Background: an optimization exercise with open tools, aiming at small area, a short achievable clock period and few clock cycles. Do not read the settings as production practice. In this exercise RTL edits were held to simulation tests only and were not proved equivalent to the original. Power is estimated from default activity; no workload was simulated.

===== flow/config.mk =====
export PLATFORM = sky130hd
export DESIGN_NAME = next_n_prefetch_queue
export DESIGN_NICKNAME = next_n_prefetch_queue
export VERILOG_FILES = /design/flow/design.v
export SDC_FILE = /design/flow/constraint.sdc
export NUM_CORES = 4
export LEC_CHECK = 0
export CAP_MARGIN = 20
export CORE_MARGIN = 2
export CORE_UTILIZATION = 30
export CTS_CLUSTER_DIAMETER = 80
export CTS_CLUSTER_SIZE = 22
export SETUP_SLACK_MARGIN = 2.0
export SLEW_MARGIN = 20

===== flow/constraint.sdc =====
create_clock -name core_clock -period 5.5 [get_ports {clk}]
set_input_delay 1.1000 -clock core_clock [delete_from_list [all_inputs] [get_ports {clk}]]
set_output_delay 1.1000 -clock core_clock [all_outputs]
set_load 0.01 [all_outputs]

===== flow/design.v =====
package npq_pkg;
	localparam int QUEUE_DEPTH = 32;
	localparam int MAX_WINDOW  = 16;
	localparam int ID_W     = 64;
	localparam int CMD_W    = 3;
	localparam int WIN_W    = 5;
	localparam int LVL_W    = 6;
	localparam int PTR_W    = $clog2(QUEUE_DEPTH);
	localparam int STEP_W   = $clog2(MAX_WINDOW + 2);
	localparam int CFG_IDX_W  = 2;
	localparam int CFG_DATA_W = 6;
	localparam int OUT_DATA_W = 80;
	typedef logic [CMD_W-1:0] cmd_code_t;
	localparam cmd_code_t CMD_REQUEST  = 3'd0;
	localparam cmd_code_t CMD_DISPATCH = 3'd1;
	localparam cmd_code_t CMD_COMPLETE = 3'd2;
	localparam cmd_code_t CMD_CLEAR    = 3'd3;
	localparam cmd_code_t CMD_PAUSE    = 3'd4;
	localparam cmd_code_t CMD_RESUME   = 3'd5;
	typedef logic [CFG_IDX_W-1:0] cfg_idx_t;
	localparam cfg_idx_t CFG_WINDOW = 2'd0;
	localparam cfg_idx_t CFG_LIMIT  = 2'd1;
	localparam cfg_idx_t CFG_RUN    = 2'd2;
	typedef struct packed {
		logic accept;
		logic push_step;
		logic rd_issue;
		logic take_flight;
		logic complete;
		logic clear;
		logic pause;
		logic resume;
		logic load_out;
	} npq_cmd_t;
	typedef struct packed {
		cmd_code_t cmd;
		logic      req_ok;
		logic      disp_ok;
		logic      push_end;
		logic      out_free;
	} npq_sts_t;
endpackage
module next_n_prefetch_queue (
	input  logic                           clk,
	input  logic                           arst_n,
	input  logic                           s_axis_tvalid,
	output logic                           s_axis_tready,
	input  logic [npq_pkg::ID_W-1:0]       s_axis_tdata,   
	input  logic [npq_pkg::CMD_W-1:0]      s_axis_tuser,   
	output logic                           m_axis_tvalid,
	input  logic                           m_axis_tready,
	output logic [npq_pkg::OUT_DATA_W-1:0] m_axis_tdata,
	output logic [0:0]                     m_axis_tuser,   
	input  logic                           cfg_valid,
	output logic                           cfg_ready,
	input  logic [npq_pkg::CFG_IDX_W-1:0]  cfg_index,
	input  logic [npq_pkg::CFG_DATA_W-1:0] cfg_data
);
	localparam int DEPTH = npq_pkg::QUEUE_DEPTH;
	localparam int HI_W  = npq_pkg::ID_W - 5;
	logic [4:0] win_q;
	logic [4:0] wm1_q;     
	logic [5:0] lim_q;
	logic       run_q;
	logic [4:0] cfg_win;
	logic [5:0] cfg_lim;
	assign cfg_ready = 1'b1;
	assign cfg_win   = cfg_data[4] ? 5'd16 : {1'b0, cfg_data[3:0]};
	assign cfg_lim   = cfg_data[5] ? 6'd32 : {1'b0, cfg_data[4:0]};
	always_ff @(posedge clk or negedge arst_n) begin
		if (!arst_n) begin
			win_q <= 5'd5;
			wm1_q <= 5'd4;
			lim_q <= 6'd20;
			run_q <= 1'b0;
		end else if (cfg_valid) begin
			case (cfg_index)
				npq_pkg::CFG_WINDOW: begin
					win_q <= cfg_win;
					wm1_q <= (cfg_win == '0) ? 5'd0 : cfg_win - 5'd1;
				end
				npq_pkg::CFG_LIMIT:  lim_q <= cfg_lim;
				npq_pkg::CFG_RUN:    run_q <= cfg_data[0];
				default: ;
			endcase
		end
	end
	logic             a_v;
	logic [2:0]       a_cmd;
	logic [HI_W-1:0]  a_hi;
	logic [4:0]       a_lo;
	logic             a_inwin;   
	logic [4:0]       a_d;       
	logic [5:0]       lvl_q;
	logic [4:0]       head_q;
	logic [DEPTH-1:0] head_oh_q;
	logic [4:0]       tail_q;
	logic [5:0]       e0_q;      
	logic [5:0]       room_q;    
	logic             fl_v_q;
	logic [HI_W-1:0]  fl_hi_q;
	logic [4:0]       fl_lo_q;
	logic [5:0]       fl_t_q;    
	logic             pause_q;
	logic [4:0]       push_q;
	logic             fv_q;
	logic [DEPTH-1:0] occ_q;     
	logic [DEPTH-1:0] inlim_q;   
	logic [HI_W-1:0]  hd_hi_q;   
	logic [5:0]       hd_s_q;
	logic [5:0]       hd_t_q;    
	logic [HI_W-1:0]  mem_hi [DEPTH];
	logic [5:0]       mem_s  [DEPTH];
	logic out_free, go;
	assign out_free      = !m_axis_tvalid || m_axis_tready;
	assign go            = a_v && out_free;
	assign s_axis_tready = !a_v || out_free;
	logic is_req, is_disp, is_comp, is_clr, is_pau, is_res;
	assign is_req  = (a_cmd == npq_pkg::CMD_REQUEST);
	assign is_disp = (a_cmd == npq_pkg::CMD_DISPATCH);
	assign is_comp = (a_cmd == npq_pkg::CMD_COMPLETE);
	assign is_clr  = (a_cmd == npq_pkg::CMD_CLEAR);
	assign is_pau  = (a_cmd == npq_pkg::CMD_PAUSE);
	assign is_res  = (a_cmd == npq_pkg::CMD_RESUME);
	logic            disp_ok, take;
	logic [HI_W-1:0] hd_id_hi;
	assign disp_ok = !pause_q && (lvl_q != '0) && !fl_v_q;
	assign take    = go && is_disp && disp_ok;
	always_comb begin
		logic pa;
		pa = 1'b1;
		for (int i = 0; i < HI_W; i++) begin
			hd_id_hi[i] = hd_hi_q[i] ^ (hd_s_q[5] & pa);
			pa          = pa & hd_hi_q[i];
		end
	end
	logic [HI_W-1:0] in_hi;
	logic [4:0]      in_lo;
	logic [HI_W-1:0] in_cy;
	logic [HI_W-1:0] in_z;     
	assign in_hi = s_axis_tdata[63:5];
	assign in_lo = s_axis_tdata[4:0];
	always_comb begin
		logic pa, pz;
		pa = 1'b1;
		pz = 1'b1;
		for (int i = 0; i < HI_W; i++) begin
			in_cy[i] = pa;
			in_z[i]  = pz;
			pa       = pa & in_hi[i];
			pz       = pz & !in_hi[i];
		end
	end
	function automatic logic ge5(input logic [4:0] a, input logic [4:0] b);
		logic [1023:0] tbl;
		for (int i = 0; i < 32; i++)
			for (int k = 0; k < 32; k++)
				tbl[i * 32 + k] = (i >= k);
		ge5 = tbl[{a, b}];
	endfunction
	function automatic logic cand_hit(input logic eq0, input logic eq1, input logic [4:0] f_lo,
	                                  input logic [5:0] f_t, input logic [4:0] b_lo);
		logic borrow, ge_t, a, b;
		borrow = ge5(b_lo, f_lo);
		ge_t   = ge5(b_lo, f_t[4:0]);
		b      = !f_t[5] && ge_t;
		a      = f_t[5] ? ge_t : 1'b1;
		cand_hit = borrow ? (eq1 && b) : (eq0 && a);
	endfunction
	logic       hit_fl, hit_hd, inwin_nx;
	logic [4:0] d_fl, d_hd, d_nx;
	logic       fl_v_nx;
	logic fl_eq0, fl_eq1, hd_eq, hd_eqm1, hd_eqp1;
	assign fl_eq0  = (fl_hi_q == in_hi);
	assign fl_eq1  = ((fl_hi_q ^ in_hi ^ in_cy) == '0);
	assign hd_eq   = (hd_hi_q == in_hi);
	assign hd_eqm1 = ((hd_hi_q ^ in_hi ^ in_z) == '0);
	assign hd_eqp1 = ((hd_hi_q ^ in_hi ^ in_cy) == '0);
	assign hit_fl = cand_hit(fl_eq0, fl_eq1, fl_lo_q, fl_t_q, in_lo);
	assign hit_hd = cand_hit(hd_s_q[5] ? hd_eqm1 : hd_eq, hd_s_q[5] ? hd_eq : hd_eqp1,
	                         hd_s_q[4:0], hd_t_q, in_lo);
	assign d_fl   = fl_lo_q + ~in_lo;
	assign d_hd   = hd_s_q[4:0] + ~in_lo;
	assign fl_v_nx  = take ? 1'b1 : ((go && is_comp) ? 1'b0 : fl_v_q);
	assign inwin_nx = fl_v_nx && (take ? hit_hd : hit_fl);
	assign d_nx     = take ? d_hd : d_fl;
	always_ff @(posedge clk or negedge arst_n) begin
		if (!arst_n) begin
			a_v <= 1'b0;
		end else if (s_axis_tready) begin
			a_v <= s_axis_tvalid;
		end
	end
	always_ff @(posedge clk) begin
		if (s_axis_tready && s_axis_tvalid) begin
			a_cmd   <= s_axis_tuser;
			a_hi    <= in_hi;
			a_lo    <= in_lo;
			a_inwin <= inwin_nx;
			a_d     <= d_nx;
		end
	end
	logic       req_ok, gt0, gt1, rz;
	logic [4:0] np0, np1, npush;
	assign req_ok = run_q && !pause_q;
	assign gt0    = (room_q > {1'b0, win_q});
	assign gt1    = (room_q > {1'b0, wm1_q});
	assign rz     = (room_q == '0);
	assign np0    = !req_ok ? 5'd0 : (gt0 ? win_q : room_q[4:0]);
	assign np1    = !req_ok ? 5'd0 : (gt1 ? wm1_q : room_q[4:0]);
	assign npush  = a_inwin ? np1 : np0;
	logic [5:0]       s_adj;    
	logic [4:0]       r;
	logic [4:0]       th;
	logic [5:0]       cp0, cp1;
	logic [4:0]       v [DEPTH+1];
	logic [DEPTH-1:0] cand;
	logic [DEPTH-1:0] wen;
	logic [5:0]       ws [DEPTH];
	assign s_adj = {1'b0, tail_q} + {1'b0, a_d};
	assign r     = a_lo + 5'd1 - tail_q;
	assign th    = ~a_lo;
	assign cp0   = {1'b0, tail_q} + {1'b0, th};
	assign cp1   = cp0 - 6'd1;
	always_comb begin
		for (int j = 0; j <= DEPTH; j++) v[j] = r + 5'(j);
		for (int j = 0; j < DEPTH; j++)
			cand[j] = ((5'(j) >= tail_q) && (6'(j) < e0_q)) || (6'(j + 32) < e0_q);
		for (int j = 0; j < DEPTH; j++) begin
			logic ge_t, c1, adj, cy0, cy1;
			ge_t = (5'(j) >= tail_q);
			c1   = cand[j] && cand[(j + 1) % DEPTH];
			adj  = a_inwin && (ge_t ? (6'(j) >= s_adj) : (6'(j + 32) >= s_adj));
			cy0  = ge_t ? (6'(j) >= cp0) : (6'(j + 32) >= cp0);
			cy1  = (th == '0) || (ge_t ? (6'(j) >= cp1) : (6'(j + 32) >= cp1));
			wen[j] = go && is_req && req_ok && !occ_q[j] && inlim_q[j] && (a_inwin ? c1 : cand[j]);
			ws[j]  = adj ? {cy1, v[j + 1]} : {cy0, v[j]};
		end
	end
	always_ff @(posedge clk) begin
		for (int j = 0; j < DEPTH; j++) begin
			if (wen[j]) begin
				mem_hi[j] <= a_hi;
				mem_s[j]  <= ws[j];
			end
		end
	end
	logic            fwd;
	logic [HI_W-1:0] rd_hi;
	logic [5:0]      rd_s;
	logic [5:0]      hd_s_nx;
	assign fwd = is_req && (lvl_q == '0);
	always_comb begin
		rd_hi = '0;
		rd_s  = '0;
		for (int j = 0; j < DEPTH; j++) begin
			rd_hi = rd_hi | (mem_hi[j] & {HI_W{head_oh_q[j]}});
			rd_s  = rd_s  | (mem_s[j]  & {6{head_oh_q[j]}});
		end
	end
	assign hd_s_nx = fwd ? {1'b0, a_lo} + ((a_inwin && a_d == '0) ? 6'd2 : 6'd1) : rd_s;
	always_ff @(posedge clk) begin
		hd_hi_q <= fwd ? a_hi : rd_hi;
		hd_s_q  <= hd_s_nx;
		hd_t_q  <= {1'b0, hd_s_nx[4:0]} + 6'd32 - {1'b0, win_q};
	end
	logic [4:0] hl;           
	logic [4:0] tm1;          
	logic [5:0] e_w, e_m1, e_hl;
	logic [5:0] lvl_n0, lvl_n1, e0_n0, e0_n1, room_n0, room_n1;
	logic [4:0] tail_n0, tail_n1;
	assign hl   = head_q + lim_q[4:0];
	assign tm1  = tail_q + wm1_q;
	assign e_w  = {1'b0, e0_q[4:0]} + {1'b0, win_q};
	assign e_m1 = {1'b0, tm1} + {1'b0, win_q};
	assign e_hl = {1'b0, hl} + {1'b0, win_q};
	assign lvl_n0  = !req_ok ? lvl_q  : (gt0 ? lvl_q + {1'b0, win_q} : (rz ? lvl_q : lim_q));
	assign lvl_n1  = !req_ok ? lvl_q  : (gt1 ? lvl_q + {1'b0, wm1_q} : (rz ? lvl_q : lim_q));
	assign tail_n0 = !req_ok ? tail_q : (gt0 ? e0_q[4:0] : (rz ? tail_q : hl));
	assign tail_n1 = !req_ok ? tail_q : (gt1 ? tm1 : (rz ? tail_q : hl));
	assign e0_n0   = !req_ok ? e0_q   : (gt0 ? e_w : (rz ? e0_q : e_hl));
	assign e0_n1   = !req_ok ? e0_q   : (gt1 ? e_m1 : (rz ? e0_q : e_hl));
	assign room_n0 = !req_ok ? room_q : (gt0 ? room_q - {1'b0, win_q} : 6'd0);
	assign room_n1 = !req_ok ? room_q : (gt1 ? room_q - {1'b0, wm1_q} : 6'd0);
	logic [5:0] cfg_room;
	assign cfg_room = (cfg_lim > lvl_q) ? cfg_lim - lvl_q : 6'd0;
	logic [DEPTH-1:0] cfg_inlim;
	logic [DEPTH-1:0] clr_inlim;
	always_comb begin
		logic [2*DEPTH-1:0] t;
		for (int j = 0; j < DEPTH; j++) clr_inlim[j] = (6'(j) < lim_q);
		t = {2{DEPTH'(0)}};
		for (int j = 0; j < DEPTH; j++) t[j] = (6'(j) < cfg_lim);
		t = t << head_q;
		cfg_inlim = t[DEPTH-1:0] | t[2*DEPTH-1:DEPTH];
	end
	always_ff @(posedge clk or negedge arst_n) begin
		if (!arst_n) begin
			occ_q   <= '0;
			inlim_q <= DEPTH'((64'd1 << 20) - 64'd1);
			room_q  <= 6'd20;
		end else if (cfg_valid && cfg_index == npq_pkg::CFG_LIMIT) begin
			inlim_q <= cfg_inlim;
			room_q  <= cfg_room;
		end else if (go) begin
			if (is_clr) begin
				occ_q   <= '0;
				inlim_q <= clr_inlim;
				room_q  <= lim_q;
			end
			if (is_req) begin
				occ_q  <= occ_q | wen;
				room_q <= a_inwin ? room_n1 : room_n0;
			end
			if (take) begin
				occ_q   <= occ_q & ~head_oh_q;
				inlim_q <= {inlim_q[DEPTH-2:0], inlim_q[DEPTH-1]};
				room_q  <= (lvl_q <= lim_q) ? room_q + 6'd1 : 6'd0;
			end
		end
	end
	always_ff @(posedge clk or negedge arst_n) begin
		if (!arst_n) begin
			e0_q <= 6'd5;
		end else if (cfg_valid && cfg_index == npq_pkg::CFG_WINDOW) begin
			e0_q <= {1'b0, tail_q} + {1'b0, cfg_win};
		end else if (go) begin
			if (is_clr) e0_q <= {1'b0, win_q};
			if (is_req) e0_q <= a_inwin ? e0_n1 : e0_n0;
		end
	end
	always_ff @(posedge clk or negedge arst_n) begin
		if (!arst_n) begin
			fl_t_q <= 6'd27;
		end else if (cfg_valid && cfg_index == npq_pkg::CFG_WINDOW) begin
			fl_t_q <= {1'b0, fl_lo_q} + 6'd32 - {1'b0, cfg_win};
		end else if (take) begin
			fl_t_q <= hd_t_q;
		end
	end
	always_ff @(posedge clk or negedge arst_n) begin
		if (!arst_n) begin
			lvl_q     <= '0;
			head_q    <= '0;
			head_oh_q <= DEPTH'(1);
			tail_q    <= '0;
			fl_v_q    <= 1'b0;
			fl_hi_q   <= '0;
			fl_lo_q   <= '0;
			pause_q   <= 1'b0;
		end else if (go) begin
			if (is_clr) begin
				lvl_q     <= '0;
				head_q    <= '0;
				head_oh_q <= DEPTH'(1);
				tail_q    <= '0;
			end
			if (is_req) begin
				lvl_q  <= a_inwin ? lvl_n1 : lvl_n0;
				tail_q <= a_inwin ? tail_n1 : tail_n0;
			end
			if (take) begin
				lvl_q     <= lvl_q - 6'd1;
				head_q    <= head_q + 5'd1;
				head_oh_q <= {head_oh_q[DEPTH-2:0], head_oh_q[DEPTH-1]};
				fl_v_q    <= 1'b1;
				fl_hi_q   <= hd_id_hi;
				fl_lo_q   <= hd_s_q[4:0];
			end
			if (is_comp) fl_v_q <= 1'b0;
			if (is_pau) pause_q <= 1'b1;
			if (is_res) pause_q <= 1'b0;
		end
	end
	always_ff @(posedge clk or negedge arst_n) begin
		if (!arst_n) begin
			m_axis_tvalid <= 1'b0;
		end else if (go) begin
			m_axis_tvalid <= 1'b1;
		end else if (m_axis_tready) begin
			m_axis_tvalid <= 1'b0;
		end
	end
	always_ff @(posedge clk) begin
		if (go) begin
			push_q <= is_req ? npush : 5'd0;
			fv_q   <= take;
		end
	end
	assign m_axis_tdata = {3'b000, pause_q, fl_v_q, lvl_q, push_q,
	                       fv_q ? {fl_hi_q, fl_lo_q} : 64'd0};
	assign m_axis_tuser = fv_q;
endmodule

===== flow/run.sh =====
#!/bin/bash
# synth_recipe.tcl (not shown) runs the flow's synth.tcl, then flattens the netlist and writes it again
# the make line also repeats each setting of config.mk as NAME=value (left out here)
make -C /OpenROAD-flow-scripts/flow DESIGN_CONFIG=/design/flow/config.mk WORK_HOME=/design/flow/orfs CLKGATE_MAP_FILE= SYNTH_SCRIPT=/design/flow/synth_recipe.tcl finish

==> impl_metrics.py, run 1 <==
metrics = {
    "worst_setup_path": {
        "end_kind": "flip-flop",
        "crit_fanout": 7,
        "path_class": "primary input to flip-flop",
        "timing.rr.start": "lvl_q[0]",
        "cp.arrival_ns": 4.45,
        "startpoint_type": "primary input",
        "reg2reg_depth": 11,
        "crit_path_start": "s_axis_tdata[57]",
        "critPathRequiredTime_ns": 6.26,
    },
    "die": {
        "die_h_um": 601,
        "rows": 219,
        "die_x_um": 601,
        "coreArea_mm2": 0.355,
        "start_util_pct": 30.1,
        "io_pins": 164,
        "die-area_mm2": 0.361,
    },
    "sta": {
        "relSlewSlack_pct": 23.4,
        "worst_slew_pin_slew_ns": 1.15,
        "period_share_pct": 67.2,
        "slew_violations": 0,
        "hold_ws_ns": 0.263,
        "setup_ws_ns": 1.80,
        "hold_viol": 0,
        "fmax_mhz": 271,
        "skew_ns": 0.0684,
        "setup_viol": 0,
        "period_needed_ns": 3.70,
        "rsz0062_at_grt": "true",
    },
    "global_routing": {
        "grt_max_degree": 97,
        "antenna_found_initial": 36,
        "grt_pass1_wl_um": 619000,
        "track_usage_pct": 24.3,
        "grt_pass1_vias": 74141,
        "gr-total-overflow": 0,
    },
    "flow_run": {
        "maxCapViolations": 0,
    },
    "finish": {
        "area_delta_synth_final_pct": 17.7,
        "drive_gt1_share_pct": 15.5,
        "layout.cells.non_filler": 13259,
        "final_net_count": 8616,
        "final_core_util_pct": 35.4,
        "design_area_mm2": 0.126,
    },
    "clock_network": {
        "clockBufferDepth": 4,
        "cts_inserted_buffers": 149,
        "hold_buffers": 0,
        "cts_root_buffer": "clkbuf_16",
        "clock_latency_ns": 0.88,
        "cts_tree": "built",
        "cts_sinks": 2445,
        "path_clk_slew_ns": 0.09,
        "cts_max_level": 4,
    },
    "synthesis": {
        "synth_cell_type_count": 101,
        "yosysTopAreaCell": "edfxtp_1",
        "synth_area_per_cell_um2": 13.4,
        "synth_area_leaders": "edfxtp_1, a22oi_1, dfrtp_1",
        "netlist.area_leader.share_pct": 60.7,
        "ys.flop_type": "edfxtp_1",
        "synthArstFlopShare_pct": 8.79,
        "synth-seq-cells": 2445,
        "syn-instance-count": 7985,
        "ys_seq_area_share_pct": 67.1,
        "synth_edf_count": 2159,
        "ys_warn_count": 5,
        "synth_area_mm2": 0.107,
    },
    "placement": {
        "post-dp-hpwl_um": 268000,
        "numPlacedInstances": 12731,
        "io_buffer_count": 159,
        "dpl-instance-area_mm2": 0.117,
        "gp_congestion": 0.932,
        "place_ws_ns": -0.0462,
    },
    "power": {
        "pwr_density_cell_mw_per_mm2": 412,
        "ir_drop_uv": 285,
        "power_leakage_nw": 41.3,
    },
    "detailed_routing": {
        "firstDrtPassIters": 6,
        "totalWireLength_um": 459000,
        "wire_per_inst_um": 34.6,
        "drc_errors": 0,
        "vias": 79640,
        "drtIter0Drc": 12660,
        "vias_per_cell": 6.01,
        "ant_nets": 0,
    },
    "outcome": {
        "outcome": "finished clean",
    },
    "min_path": {
        "hp-class": "primary input to async pin",
    },
}
-- placed cells by master (no fill, tap or decap), types with 85 or more instances in the layout --
cell type	n
nand2_1	467
nand4_1	265
dfrtp_1	139
clkdlybuf4s50_1	108
buf_4	460
clkbuf_16	154
inv_1	127
mux2i_1	107
nor3_1	149
o21ai_0	307
a31oi_1	85
a22o_1	235
buf_12	102
xnor2_1	262
xor2_1	138
ha_1	105
a21oi_1	309
a221oi_1	202
nand3_1	110
nor2_1	393
a22oi_1	666
edfxtp_1	2159
-- state kept, by name, indices dropped and copies added (netlist names), 6 cells and up --
signal / count
mem_hi: 1888
mem_s: 192
a_hi: 59
fl_hi_q: 59
hd_hi_q: 59
head_oh_q: 32
inlim_q: 32
occ_q: 32
e0_q: 6
fl_t_q: 6
hd_s_q: 6
hd_t_q: 6
lim_q: 6
lvl_q: 6
room_q: 6
-- path summary, 6_finish.rpt --
check | to | slack [ns]
max reg2reg | hd_hi_q[34] | 1.88
max | a_inwin | 1.80
min | lim_q[5] | 0.26
min in group core_clock | fl_t_q[4] | 0.47
max in group asynchronous | head_q[0] | 4.09
min reg2reg | fl_t_q[4] | 0.47
-- repair_timing --
action	4_1_cts	5_1_grt
gates resized for setup	187	321
pin swaps	43	87
setup endpoints to repair	1994	762
buffers inserted	122	115
gates cloned	10	8
-- worst max-delay path, cell delays in order --
cell and delay, ns:
clkdlybuf4s15_1 0.66, xor2_1 0.35, nor2_1 0.44, nand4_1 0.18, or4_1 0.51, nor4_4 0.39, nand4_1 0.30, o32ai_2 0.31
or4_1 0.18
-- metrics by stage --
stage	setup TNS (ns)	total power, mW
floorplan	0	31.7
global placement	-0.190	38.0
detailed placement	-0.0462	38.1
CTS	0	50.3
global route	0	53.3
finish	0	51.8
-- cell usage after synthesis (27+ instances only) --
library cell,count
mux2i_1,108
nor2_1,421
nand3_1,119
buf_1,86
a21o_1,45
a211oi_1,69
xor2_1,145
edfxtp_1,2159
a21oi_1,336
nor3_1,170
clkbuf_1,452
maj3_1,36
and3_1,27
nand4_1,265
ha_1,118
nor2b_1,29
o21ai_0,333
o211ai_1,42
a22o_1,235
dfxtp_1,71
nor4_1,61
and2_1,85
a22oi_1,668
dfstp_2,34
o22ai_1,28
xnor2_1,280
a31oi_1,90
a221oi_1,202
inv_1,140
nand2_1,491
dfrtp_1,181
-- cells by family (layout without fill, tap and decap cells) --
group | after synthesis | after routing | synth area share (%)
flip-flops | 2445 | 2445 | 67.1
AO/OA/AOI/OAI | 2222 | 2224 | 14.5
AND/OR/NAND/NOR | 1876 | 1877 | 8.88
buffers and inverters | 711 | 1196 | 2.63
XOR/XNOR | 425 | 425 | 3.49
adder cells (fa/ha/maj) | 172 | 172 | 2.06
multiplexers | 132 | 132 | 1.27
other | 2 | 37 | 0.00703
-- routing by layer --
layer | up-vias | track usage [%] | wire, um
li1 | 32049 | - | -
met1 | 41013 | 33.2 | 176000
met2 | 5624 | 37.5 | 205000
met3 | 938 | 4.02 | 52700
met4 | 16 | 11.3 | 25500
met5 | - | 0 | 122
-- layout make-up --
| cell class | instances | area, um^2 |
|---|---|---|
| flip-flops and latches | 2445 | 71800 |
| repair buffers | 823 | 8610 |
| clock buffers | 194 | 3960 |
| fillers | 34129 | 229000 |
| repair inverters | 1 | 6.26 |
| inverters | 146 | 586 |
| multi-input cells | 4834 | 34200 |
| diodes | 33 | 82.6 |
| well taps | 4751 | 5940 |
| clock inverters | 32 | 419 |
-- report_power, final --
group / switching [mW] / leakage, nW / internal, mW
Clock: 6.44 / 2.12 / 5.27
Sequential: 1.91 / 22.7 / 21.7
Combinational: 10.3 / 16.5 / 6.12
Testbench counts, summed over its fixed seeds: cycles 14,640.
==> run 2, diff against run 1 <==
--- a/flow/config.mk
+++ b/flow/config.mk
@@ -7,7 +7,7 @@
 export LEC_CHECK = 0
 export CAP_MARGIN = 20
 export CORE_MARGIN = 2
-export CORE_UTILIZATION = 30
+export CORE_UTILIZATION = 25
 export CTS_CLUSTER_DIAMETER = 80
 export CTS_CLUSTER_SIZE = 22
 export SETUP_SLACK_MARGIN = 2.0
==> impl_metrics.py, run 2 <==
metrics = {
    "placement": {
        "dpl-instance-area_mm2": 0.118,
        "numPlacedInstances": 13634,
        "post-dp-hpwl_um": 255000,
        "place_ws_ns": 0.236,
        "io_buffer_count": 159,
        "gp_congestion": 0.948,
    },
    "global_routing": {
        "track_usage_pct": 19.2,
        "gr-usage-met2_pct": 29.4,
        "gr-total-overflow": 0,
        "grt_use_met1_pct": 26.6,
        "antenna_found_initial": 27,
        "grt_pass1_wl_um": 595000,
        "gr-usage-met3_pct": 3.78,
        "grt_max_degree": 115,
        "grt_pass1_vias": 72523,
        "top_usage_layer": "met2",
    },
    "synthesis": {
        "synth-seq-cells": 2445,
        "synth_edf_count": 2159,
        "syn-instance-count": 7985,
        "ys_top_cells_by_count": "edfxtp_1, a22oi_1, nand2_1",
        "synth.most_common_cell": "edfxtp_1",
        "netlist.area_leader.share_pct": 60.7,
        "ys_warn_count": 5,
        "synthArstFlopShare_pct": 8.79,
        "ys_seq_area_share_pct": 67.1,
        "synth_area_leaders": "edfxtp_1, a22oi_1, dfrtp_1",
        "synth_cell_type_count": 101,
        "synth_area_per_cell_um2": 13.4,
        "yosysTopAreaCell": "edfxtp_1",
        "ys.flop_type": "edfxtp_1",
        "synth_area_mm2": 0.107,
    },
    "sta": {
        "slew_violations": 0,
        "skew_ns": 0.0814,
        "tns_ns": 0,
        "hold_viol": 0,
        "hold_ws_ns": 0.0569,
        "fmax_mhz": 273,
        "setup_viol": 0,
        "worst_slew_pin_slew_ns": 1.38,
        "setup_ws_ns": 1.84,
        "relSlewSlack_pct": 7.10,
        "period_share_pct": 66.6,
        "rsz0062_at_grt": "true",
        "period_needed_ns": 3.66,
    },
    "finish": {
        "drive_gt1_share_pct": 13.7,
        "top_regs": "mem_hi (1888), mem_s (192)",
        "area_delta_synth_final_pct": 17.7,
        "fill_cells": 42932,
        "mostFrequentLayoutCells": "edfxtp_1, a22oi_1, nand2_1, buf_4, nor2_1",
        "ff_latch_area_mm2": 0.0718,
        "final_net_count": 8527,
        "final_core_util_pct": 29.5,
        "layout.cells.non_filler": 14112,
        "final_common_cell": "edfxtp_1",
        "largest_reg_flops": 1888,
        "design_area_mm2": 0.126,
        "multi_input_area_mm2": 0.0338,
        "largest-register": "mem_hi",
    },
    "detailed_routing": {
        "vias_per_cell": 5.64,
        "ant_nets": 0,
        "drc_errors": 0,
        "drtIter0Drc": 13278,
        "wire_per_inst_um": 31.4,
        "firstDrtPassIters": 6,
        "vias": 79553,
        "totalWireLength_um": 442000,
    },
    "clock_network": {
        "cts_tree": "built",
        "clockBufferDepth": 4,
        "cts_inserted_buffers": 146,
        "cts_root_buffer": "clkbuf_16",
        "clock_latency_ns": 0.90,
        "cts_max_level": 4,
        "path_clk_slew_ns": 0.10,
        "cts_sinks": 2445,
    },
    "worst_setup_path": {
        "critPathTopFamily": "simple AND/OR/NAND/NOR gates",
        "path_cells": "clkbuf_2 -> or4_4 -> buf_6 -> nor4b_4 -> buf_4 -> nand3_2 -> o211ai_1 -> a2bb2oi_1 -> nand4_1 -> nor4b_4 -> buf_4 -> nand4_1 -> and4b_1 -> or4_1",
        "end_kind": "flip-flop",
        "crit_fanout": 4,
        "cp.arrival_ns": 4.31,
        "cp_slowest_cell": "or4_4",
        "critical-path-max-stage-delay_ns": 0.57,
        "critPathRequiredTime_ns": 6.14,
        "startpoint_type": "primary input",
        "cp_num_buf_inv": 4,
        "path_class": "primary input to flip-flop",
    },
    "min_path": {
        "hp-class": "primary input to async pin",
    },
    "die": {
        "coreArea_mm2": 0.426,
        "die_x_um": 658,
        "die_h_um": 658,
        "rows": 240,
        "io_pins": 164,
        "start_util_pct": 25.0,
        "die-area_mm2": 0.432,
    },
    "power": {
        "pwr_density_cell_mw_per_mm2": 403,
        "ir_drop_uv": 277,
        "power_leakage_nw": 40.6,
        "power.total_mw": 50.7,
    },
    "outcome": {
        "outcome": "finished clean",
    },
    "flow_run": {
        "maxCapViolations": 0,
    },
}
## run 2: cell types whose count changed in the layout (fill, tap and decap cells not counted), moves of 10 or more
cell,change
buf_4,-55
buf_6,-28
clkbuf_1,+28
diode_2,-16
dlymetal6s2s_1,-12
o21ai_0,+11
buf_8,-10
clkdlybuf4s50_1,+10
nor4_2,-10
o21ai_1,-10
## run 2: kinds of logic (layout without fill, tap and decap cells)
family / count (synthesis) / after routing / share of synthesized area [%]
flip-flops: 2445 / 2445 / 67.1
AO/OA/AOI/OAI: 2222 / 2223 / 14.5
AND/OR/NAND/NOR: 1876 / 1877 / 8.88
buffers and inverters: 711 / 1130 / 2.63
XOR/XNOR: 425 / 425 / 3.49
adder cells (fa/ha/maj): 172 / 172 / 2.06
multiplexers: 132 / 132 / 1.27
other: 2 / 21 / 0.00703
## run 2: where the power goes
part | switching [mW] | internal (mW)
Sequential | 1.89 | 21.7
Clock | 6.48 | 5.22
Combinational | 9.72 | 5.70
Total | 18.1 | 32.6
## run 2: worst paths after layout
check	from	to	slack [ns]	cells past startpoint
setup / recovery	s_axis_tdata[20]	a_inwin	1.84	14
hold / removal	arst_n	lim_q[0]	0.06	1
setup reg to reg	tail_q[4]	mem_hi[5][19]	1.90	7
hold reg to reg	hd_s_q[2]	fl_lo_q[2]	0.50	2
max in group asynchronous	arst_n	head_oh_q[27]	4.42	2
min in group core_clock	hd_s_q[2]	fl_lo_q[2]	0.50	2
## run 2: area by class of cell
cell class / count / area share, %
sequential: 2445 / 57.2
multi-input combinational: 4833 / 26.9
timing repair buffer: 738 / 6.31
tap: 5687 / 5.66
clock buffer: 221 / 3.22
inverter: 146 / 0.462
clock inverter: 24 / 0.234
antenna: 17 / 0.0339
timing repair inverter: 1 / 0.00498
## run 2: layer usage
metal  share of wire, %  wire (um)  vias up
met2                 44     193000     5889
li1                   -          -    31875
met4                5.0      22000       10
met5              0.016         71        -
met3                 13      56100      926
met1                 39     171000    40853
## run 2: repair_timing
action / in CTS / in global routing
endpoints found under the setup margin: 1740 / 731
resized for setup: 165 / 224
hold buffers: 0 / 0
pin swaps: 29 / 72
cloned: 9 / 8
setup buffers: 87 / 99
==> run 3, diff against run 2 <==
--- a/flow/config.mk
+++ b/flow/config.mk
@@ -7,7 +7,7 @@
 export LEC_CHECK = 0
 export CAP_MARGIN = 20
 export CORE_MARGIN = 2
-export CORE_UTILIZATION = 25
+export CORE_UTILIZATION = 20
 export CTS_CLUSTER_DIAMETER = 80
 export CTS_CLUSTER_SIZE = 22
 export SETUP_SLACK_MARGIN = 2.0
==> impl_metrics.py, run 3 <==
metrics = {
    "outcome": {
        "outcome": "finished clean",
    },
    "clock_network": {
        "cts_max_level": 4,
        "clock_latency_ns": 0.87,
        "clockBufferDepth": 4,
        "cts_tree": "built",
        "path_clk_slew_ns": 0.10,
        "cts_sinks": 2445,
        "cts_root_buffer": "clkbuf_16",
        "cts_inserted_buffers": 145,
        "hold_buffers": 0,
    },
    "placement": {
        "post-dp-hpwl_um": 249000,
        "io_buffer_count": 159,
        "gp_congestion": 0.940,
    },
    "worst_setup_path": {
        "path_cells": "clkdlybuf4s50_1 -> or2_2 -> a211o_1 -> or4_1 -> nor4_1 -> nand4_1 -> o32ai_1 -> or4_1",
        "cp_slowest_cell": "clkdlybuf4s50_1",
        "r2r-end": "a_inwin",
        "timing.rr.start": "lvl_q[1]",
        "cp.arrival_ns": 4.43,
        "cp_num_buf_inv": 1,
        "startpoint_type": "primary input",
        "critPathRequiredTime_ns": 6.24,
        "crit_fanout": 13,
        "r2r_setup_slack_ns": 1.98,
        "end_kind": "flip-flop",
        "crit_top_cell": "or4_1",
        "crit_path_start": "s_axis_tdata[61]",
        "reg2reg_depth": 15,
        "critical-path-max-stage-delay_ns": 0.79,
        "critPathTopFamily": "simple AND/OR/NAND/NOR gates",
        "path_class": "primary input to flip-flop",
    },
    "synthesis": {
        "synth_area_leaders": "edfxtp_1, a22oi_1, dfrtp_1",
        "ys_top_cells_by_count": "edfxtp_1, a22oi_1, nand2_1",
        "synth.most_common_cell": "edfxtp_1",
        "yosysTopAreaCell": "edfxtp_1",
        "ys_seq_area_share_pct": 67.1,
        "ys_warn_count": 5,
        "synthArstFlopShare_pct": 8.79,
        "synth_area_per_cell_um2": 13.4,
        "syn-instance-count": 7985,
        "synth-seq-cells": 2445,
        "synth_edf_count": 2159,
        "synth_cell_type_count": 101,
        "netlist.area_leader.share_pct": 60.7,
        "synth_area_mm2": 0.107,
        "ys.flop_type": "edfxtp_1",
    },
    "finish": {
        "ff_latch_area_mm2": 0.0718,
        "final_core_util_pct": 23.9,
        "final_common_cell": "edfxtp_1",
        "mostFrequentLayoutCells": "edfxtp_1, a22oi_1, nand2_1, nor2_1, buf_4",
        "multi_input_area_mm2": 0.0340,
        "largest-register": "mem_hi",
        "largest_reg_flops": 1888,
        "area_delta_synth_final_pct": 19.0,
        "final_net_count": 8512,
        "drive_gt1_share_pct": 13.8,
        "top_regs": "mem_hi (1888), mem_s (192)",
        "fill_cells": 55263,
    },
    "detailed_routing": {
        "totalWireLength_um": 433000,
        "vias_per_cell": 5.13,
        "wl_met1_um": 169000,
        "wl_met3_um": 53000,
        "ant_nets": 0,
        "wire_per_inst_um": 28.1,
        "firstDrtPassIters": 6,
        "wl_met2_um": 190000,
        "drc_errors": 0,
        "vias": 78997,
        "highest_layer": "met5",
        "drtIter0Drc": 12702,
    },
    "sta": {
        "period_needed_ns": 3.69,
        "fmax_mhz": 271,
        "hold_viol": 0,
        "rsz0062_at_grt": "true",
        "period_share_pct": 67.1,
        "setup_viol": 0,
        "skew_ns": 0.0969,
        "slew_violations": 0,
        "worst_slew_pin_slew_ns": 1.18,
        "relSlewSlack_pct": 21.0,
        "tns_ns": 0,
    },
    "die": {
        "rows": 268,
        "start_util_pct": 20.1,
        "coreArea_mm2": 0.532,
        "die_h_um": 735,
        "die_x_um": 735,
        "die-area_mm2": 0.540,
        "io_pins": 164,
    },
    "min_path": {
        "hp-class": "primary input to async pin",
    },
    "power": {
        "pwr_density_cell_mw_per_mm2": 398,
        "p_clk_share_pct": 22.6,
        "internal_power_mw": 32.6,
        "seq_power_share_pct": 46.6,
        "p_switching_mw": 18.0,
        "power_leakage_nw": 40.4,
        "ir_drop_uv": 262,
        "switching_share_pct": 35.6,
        "p_comb_share_pct": 30.8,
    },
    "global_routing": {
        "grt_max_degree": 111,
        "antenna_found_initial": 23,
        "grt_pass1_wl_um": 590000,
        "gr-total-overflow": 0,
        "grt_pass1_vias": 72799,
        "track_usage_pct": 15.1,
    },
    "flow_run": {
        "maxCapViolations": 0,
    },
}
## run 3: cell types whose count changed in the layout (fill, tap and decap cells not counted), sizes merged, moves of 6 or more
cell and change:
buf -13, clkbuf -17, clkdlybuf4s50 +7, clkinv -7, clkinvlp -6, diode -10
inv +7
## run 3: how the worst max path moves through the flow
| stage | endpoint | slack, ns | cells after the start |
|---|---|---|---|
| floorplan | mem_hi[31][0] | 0.94 | 6 |
| global placement | a_inwin | 0.29 | 13 |
| detailed placement | a_inwin | 0.27 | 13 |
| CTS | a_inwin | 1.44 | 12 |
| global route | a_inwin | 1.74 | 15 |
| finish | a_inwin | 1.81 | 8 |
## run 3: stage by stage
step	hold slack, ns	instance area [um^2]	power [mW]	std cells	setup slack [ns]
after global routing	0.198	127000	52.2	15393	1.74
final	0.197	127000	50.6	15398	1.81
after CTS	0.183	125000	49.3	15293	1.44
after floorplan	0.423	107000	31.7	7987	0.936
after global placement	0.476	119000	37.4	14949	0.290
after detailed placement	0.482	119000	37.5	14952	0.265
## run 3: power by group through the flow
stage,clock [mW],sequential (mW),combinational (mW)
after floorplan,0,22.8,8.95
after global routing,12.1,23.6,16.5
after CTS,11.5,23.6,14.3
final,11.4,23.6,15.6
after global placement,0,24.0,13.5
after detailed placement,0,24.0,13.5
## run 3: worst register-to-register path, delay by kind of cell (launching register included)
family | cells | cell delay, ns
AND/OR/NAND/NOR | 10 | 2.34
buffers and inverters | 4 | 0.54
flip-flops | 1 | 0.38
adder cells (fa/ha/maj) | 1 | 0.15
## run 3: cells by family (layout without fill, tap and decap cells)
family	after synthesis	after routing	synth area share, %
adder cells (fa/ha/maj)	172	172	2.06
AND/OR/NAND/NOR	1876	1876	8.88
other	2	11	0.00703
AO/OA/AOI/OAI	2222	2224	14.5
flip-flops	2445	2445	67.1
buffers and inverters	711	1093	2.63
multiplexers	132	132	1.27
XOR/XNOR	425	425	3.49
## run 3: metal layers
layer	up-vias	global-route usage, %
met5	-	0
met4	14	5.49
met3	952	2.94
met2	5615	23.3
met1	40592	21.0
li1	31824	-
## run 3: repair_timing
action                                 in CTS  in global routing
resized for setup                         151                278
endpoints found under the hold margin       0                  0
buffers inserted                          110                 73
pin swaps                                  35                 77
gates cloned                                9                  8
setup endpoints to repair                2167                718
## run 3: cell type report
class	instances	share of cell area, %
Sequential cell	2445	56.6
Multi-Input combinational cell	4833	26.8
Tap cell	7020	6.91
Timing Repair Buffer	723	5.99
Clock buffer	205	3.10
Inverter	146	0.456
Clock inverter	17	0.188
Timing Repair inverter	2	0.0197
Antenna cell	7	0.0138
==> run 4, diff against run 3 <==
--- a/flow/design.v
+++ b/flow/design.v
@@ -101,6 +101,7 @@
 	logic [HI_W-1:0]  fl_hi_q;
 	logic [4:0]       fl_lo_q;
 	logic [5:0]       fl_t_q;    
+	logic [HI_W-1:0]  fl_zp_q;   
 	logic             pause_q;
 	logic [4:0]       push_q;
 	logic             fv_q;
@@ -109,6 +110,8 @@
 	logic [HI_W-1:0]  hd_hi_q;   
 	logic [5:0]       hd_s_q;
 	logic [5:0]       hd_t_q;    
+	logic [HI_W-1:0]  hd_ap_q;   
+	logic [HI_W-1:0]  hd_zp_q;   
 	logic [HI_W-1:0]  mem_hi [DEPTH];
 	logic [5:0]       mem_s  [DEPTH];
 	logic out_free, go;
@@ -126,31 +129,27 @@
 	logic [HI_W-1:0] hd_id_hi;
 	assign disp_ok = !pause_q && (lvl_q != '0) && !fl_v_q;
 	assign take    = go && is_disp && disp_ok;
-	always_comb begin
+	assign hd_id_hi = hd_hi_q ^ (hd_ap_q & {HI_W{hd_s_q[5]}});
+	function automatic logic [HI_W-1:0] apre(input logic [HI_W-1:0] x);
 		logic pa;
 		pa = 1'b1;
 		for (int i = 0; i < HI_W; i++) begin
-			hd_id_hi[i] = hd_hi_q[i] ^ (hd_s_q[5] & pa);
-			pa          = pa & hd_hi_q[i];
+			apre[i] = pa;
+			pa      = pa & x[i];
 		end
-	end
+	endfunction
+	function automatic logic [HI_W-1:0] zpre(input logic [HI_W-1:0] x);
+		logic pz;
+		pz = 1'b1;
+		for (int i = 0; i < HI_W; i++) begin
+			zpre[i] = pz;
+			pz      = pz & !x[i];
+		end
+	endfunction
 	logic [HI_W-1:0] in_hi;
 	logic [4:0]      in_lo;
-	logic [HI_W-1:0] in_cy;
-	logic [HI_W-1:0] in_z;     
 	assign in_hi = s_axis_tdata[63:5];
 	assign in_lo = s_axis_tdata[4:0];
-	always_comb begin
-		logic pa, pz;
-		pa = 1'b1;
-		pz = 1'b1;
-		for (int i = 0; i < HI_W; i++) begin
-			in_cy[i] = pa;
-			in_z[i]  = pz;
-			pa       = pa & in_hi[i];
-			pz       = pz & !in_hi[i];
-		end
-	end
 	function automatic logic ge5(input logic [4:0] a, input logic [4:0] b);
 		logic [1023:0] tbl;
 		for (int i = 0; i < 32; i++)
@@ -170,14 +169,14 @@
 	logic       hit_fl, hit_hd, inwin_nx;
 	logic [4:0] d_fl, d_hd, d_nx;
 	logic       fl_v_nx;
-	logic fl_eq0, fl_eq1, hd_eq, hd_eqm1, hd_eqp1;
-	assign fl_eq0  = (fl_hi_q == in_hi);
-	assign fl_eq1  = ((fl_hi_q ^ in_hi ^ in_cy) == '0);
-	assign hd_eq   = (hd_hi_q == in_hi);
-	assign hd_eqm1 = ((hd_hi_q ^ in_hi ^ in_z) == '0);
-	assign hd_eqp1 = ((hd_hi_q ^ in_hi ^ in_cy) == '0);
+	logic fl_eq0, fl_eq1, hd_eq, hd_eqp, hd_eqm;
+	assign fl_eq0 = (fl_hi_q == in_hi);
+	assign fl_eq1 = ((fl_hi_q ^ in_hi ^ fl_zp_q) == '0);    
+	assign hd_eq  = (hd_hi_q == in_hi);
+	assign hd_eqp = ((hd_hi_q ^ in_hi ^ hd_ap_q) == '0);    
+	assign hd_eqm = ((hd_hi_q ^ in_hi ^ hd_zp_q) == '0);    
 	assign hit_fl = cand_hit(fl_eq0, fl_eq1, fl_lo_q, fl_t_q, in_lo);
-	assign hit_hd = cand_hit(hd_s_q[5] ? hd_eqm1 : hd_eq, hd_s_q[5] ? hd_eq : hd_eqp1,
+	assign hit_hd = cand_hit(hd_s_q[5] ? hd_eqp : hd_eq, hd_s_q[5] ? hd_eq : hd_eqm,
 	                         hd_s_q[4:0], hd_t_q, in_lo);
 	assign d_fl   = fl_lo_q + ~in_lo;
 	assign d_hd   = hd_s_q[4:0] + ~in_lo;
@@ -259,8 +258,12 @@
 		end
 	end
 	assign hd_s_nx = fwd ? {1'b0, a_lo} + ((a_inwin && a_d == '0) ? 6'd2 : 6'd1) : rd_s;
+	logic [HI_W-1:0] hd_hi_nx;
+	assign hd_hi_nx = fwd ? a_hi : rd_hi;
 	always_ff @(posedge clk) begin
-		hd_hi_q <= fwd ? a_hi : rd_hi;
+		hd_hi_q <= hd_hi_nx;
+		hd_ap_q <= apre(hd_hi_nx);
+		hd_zp_q <= zpre(hd_hi_nx);
 		hd_s_q  <= hd_s_nx;
 		hd_t_q  <= {1'b0, hd_s_nx[4:0]} + 6'd32 - {1'b0, win_q};
 	end
@@ -329,6 +332,9 @@
 			if (is_req) e0_q <= a_inwin ? e0_n1 : e0_n0;
 		end
 	end
+	always_ff @(posedge clk) begin
+		if (take) fl_zp_q <= hd_s_q[5] ? hd_ap_q : hd_zp_q;
+	end
 	always_ff @(posedge clk or negedge arst_n) begin
 		if (!arst_n) begin
 			fl_t_q <= 6'd27;
--- a/flow/config.mk
+++ b/flow/config.mk
@@ -7,7 +7,7 @@
 export LEC_CHECK = 0
 export CAP_MARGIN = 20
 export CORE_MARGIN = 2
-export CORE_UTILIZATION = 20
+export CORE_UTILIZATION = 30
 export CTS_CLUSTER_DIAMETER = 80
 export CTS_CLUSTER_SIZE = 22
 export SETUP_SLACK_MARGIN = 2.0
==> impl_metrics.py, run 4 <==
metrics = {
    "finish": {
        "largest_reg_flops": 1888,
        "mostFrequentLayoutCells": "edfxtp_1, a22oi_1, buf_4, nand2_1, nor2_1",
        "area_delta_synth_final_pct": 22.3,
        "ff_latch_area_mm2": 0.0759,
        "drive_gt1_share_pct": 19.7,
        "top_regs": "mem_hi (1888), mem_s (192)",
        "largest-register": "mem_hi",
        "final_net_count": 8929,
        "multi_input_area_mm2": 0.0348,
        "fill_cells": 34525,
        "final_common_cell": "edfxtp_1",
    },
    "power": {
        "p_clk_share_pct": 21.4,
        "p_switching_mw": 21.6,
        "switching_share_pct": 37.2,
        "ir_drop_uv": 322,
        "internal_power_mw": 36.6,
        "power.total_mw": 58.2,
        "p_comb_share_pct": 35.5,
        "seq_power_share_pct": 43.1,
        "pwr_density_cell_mw_per_mm2": 433,
        "power_leakage_nw": 44.8,
    },
    "worst_setup_path": {
        "crit_path_start": "head_oh_q[3]",
        "timing.rr.start": "head_oh_q[3]",
        "crit_fanout": 8,
        "startpoint_type": "flip-flop",
        "critPathRequiredTime_ns": 6.28,
        "path_class": "flip-flop to flip-flop",
        "cp.arrival_ns": 5.07,
        "end_kind": "flip-flop",
    },
    "synthesis": {
        "ys_warn_count": 5,
        "syn-instance-count": 7965,
        "synth_cell_type_count": 94,
        "ys_seq_area_share_pct": 68.9,
        "synth_area_mm2": 0.110,
        "synth_area_leaders": "edfxtp_1, a22oi_1, dfrtp_1",
        "yosysTopAreaCell": "edfxtp_1",
        "ys.flop_type": "edfxtp_1",
        "synth-seq-cells": 2618,
        "netlist.area_leader.share_pct": 60.6,
        "synthArstFlopShare_pct": 8.21,
        "synth_edf_count": 2217,
        "synth.most_common_cell": "edfxtp_1",
        "ys_top_cells_by_count": "edfxtp_1, a22oi_1, nand2_1",
        "synth_area_per_cell_um2": 13.8,
    },
    "detailed_routing": {
        "wire_per_inst_um": 37.0,
        "totalWireLength_um": 505000,
        "drtIter0Drc": 13970,
        "vias": 82321,
        "ant_nets": 0,
        "vias_per_cell": 6.04,
        "firstDrtPassIters": 6,
        "drc_errors": 0,
    },
    "global_routing": {
        "grt_max_degree": 132,
        "gr-total-overflow": 0,
        "antenna_found_initial": 36,
        "grt_pass1_vias": 76581,
        "track_usage_pct": 26.0,
        "grt_pass1_wl_um": 667000,
    },
    "sta": {
        "tns_ns": 0,
        "period_share_pct": 77.8,
        "slew_violations": 0,
        "fmax_mhz": 234,
        "rsz0062_at_grt": "true",
        "worst_slew_pin_slew_ns": 1.18,
        "relSlewSlack_pct": 20.8,
        "hold_viol": 0,
        "setup_viol": 0,
        "skew_ns": 0.130,
        "period_needed_ns": 4.28,
    },
    "clock_network": {
        "clock_latency_ns": 0.92,
        "cts_sinks": 2618,
        "cts_tree": "built",
        "clockBufferDepth": 4,
        "cts_inserted_buffers": 154,
        "cts_root_buffer": "clkbuf_16",
        "cts_max_level": 4,
        "path_clk_slew_ns": 0.10,
    },
    "die": {
        "die_h_um": 609,
        "start_util_pct": 30.1,
        "io_pins": 164,
        "die_x_um": 609,
        "coreArea_mm2": 0.365,
        "rows": 222,
        "die-area_mm2": 0.371,
    },
    "flow_run": {
        "maxCapViolations": 0,
    },
    "placement": {
        "gp_congestion": 0.945,
        "post-dp-hpwl_um": 297000,
        "io_buffer_count": 159,
    },
    "outcome": {
        "outcome": "finished clean",
    },
    "min_path": {
        "hp-class": "primary input to async pin",
    },
}
-- run 4: cell types whose count changed after synthesis, sizes merged, moves of 112 or more --
cell,before,now
a221oi,203,74
a22o,235,70
clkbuf,459,263
dfxtp,71,186
a22oi,668,945
buf,106,218
-- run 4: layout make-up --
class / instances / area share, %
Inverter: 189 / 0.540
Tap cell: 4816 / 4.48
Clock buffer: 217 / 3.13
Multi-Input combinational cell: 4683 / 25.9
Timing Repair Buffer: 1066 / 9.13
Clock inverter: 27 / 0.293
Sequential cell: 2618 / 56.5
Antenna cell: 16 / 0.0298
-- run 4: path summary, 6_finish.rpt --
path,slack (ns),depth (start not counted),end
worst min-delay path,0.32,1,room_q[3]
worst max register to register,1.22,11,hd_zp_q[54]
worst max-delay path,1.22,11,hd_zp_q[54]
max in group asynchronous,3.95,2,tail_q[3]
worst min register to register,0.39,2,fl_t_q[4]
min in group core_clock,0.39,2,fl_t_q[4]
-- run 4: routing by layer --
metal	vias to the layer above	wire length, um	GRT usage (%)
li1	32398	-	-
met1	41912	178000	33.2
met2	6599	219000	39.3
met3	1386	63700	5.76
met4	26	43700	17.8
met5	-	174	0
-- run 4: cell families after synthesis --
family | count (synthesis) | synth area share (%)
xor gates and xnor gates | 510 | 4.29
muxes | 108 | 1.03
buffers and inverters | 670 | 2.48
and+or+nand+nor | 1730 | 7.80
adders and majority gates | 202 | 2.28
DFF | 2618 | 68.9
AOI/OAI and AO/OA | 2125 | 13.2
other | 2 | 0.00684
-- run 4: power groups by stage --
stage               Clock (mW)  Combinational (mW)  Sequential, mW
floorplan                    0                9.48            24.3
global placement             0                16.1            25.6
detailed placement           0                16.2            25.6
CTS                       12.4                18.4            25.1
global route              13.1                21.4            25.1
finish                    12.5                20.6            25.1
-- run 4: per-stage QoR --
stage | setup WS, ns | cell area [um^2] | util (%) | cells | hold slack, ns
final | 1.22 | 134000 | 36.8 | 13632 | 0.322
after CTS | 1.34 | 131000 | 35.9 | 13472 | 0.305
after floorplan | 0.918 | 110000 | - | 7967 | 0.411
after global routing | 1.24 | 134000 | 36.8 | 13618 | 0.345
after detailed placement | 0.350 | 121000 | 33.1 | 12914 | 0.433
after global placement | 0.320 | 121000 | 33.1 | 12912 | 0.441
-- run 4: critical path, stage by stage, from the launching register on --
cell and delay (ns):
dfrtp_4 0.63, buf_6 0.20, a22oi_2 0.19, nand4_1 0.20
nor4_4 0.48, a21oi_2 0.15, or3_4 0.40, or4_4 0.51
or4_4 0.60, or4b_4 0.54, buf_12 0.17, nor4_4 0.11
-- run 4: what timing repair did --
action | in CTS | in global routing
gates resized for setup | 563 | 369
buffers inserted | 299 | 116
hold buffers | 0 | 0
cloned | 15 | 9
pin swaps | 92 | 103
endpoints found under the setup margin | 1699 | 477
Testbench counts of run 4, summed over its fixed seeds: cycles 14,640.

## static timing again, ports no longer ideal
How much do the figures lean on ideal ports? The routed layouts below were timed once more, with nothing changed but the port constraints.
Step 1 (the two cells are an assumption about what drives the block):
set clk [get_ports {clk}]
set_driving_cell -lib_cell sky130_fd_sc_hd__clkbuf_16 $clk
set_driving_cell -lib_cell sky130_fd_sc_hd__buf_2 [delete_from_list [all_inputs] $clk]
Step 2 moves the port delays by t, midway between the first and last clock arrival at a register: inputs arrive t later, outputs are due t later. That takes back most of the time a late clock gives input paths.
Slacks: ideal ports / drivers / drivers and shift; pairs: ideal ports / drivers.
run	shift t [ns]	setup WS [ns]	hold WS [ns]	latest minus earliest clock arrival (ns)	worst data-port slew with drivers (ns)
run 1	0.951	1.804 / 1.857 / 0.906	0.263 / 0.221 / 0.466	0.088 / 0.088	0.22
run 2	0.964	1.837 / 1.854 / 0.890	0.057 / 0.006 / 0.501	0.096 / 0.096	0.29
run 3	0.910	1.809 / 1.873 / 0.962	0.197 / 0.170 / 0.498	0.103 / 0.103	0.15
run 4	0.970	1.219 / 1.219 / 0.960	0.322 / 0.260 / 0.394	0.130 / 0.130	0.20
After both steps every run listed still meets setup and hold. The setup slack of run 2, which loses most, moves by +0.017 ns with the drivers and by -0.947 ns with both steps.
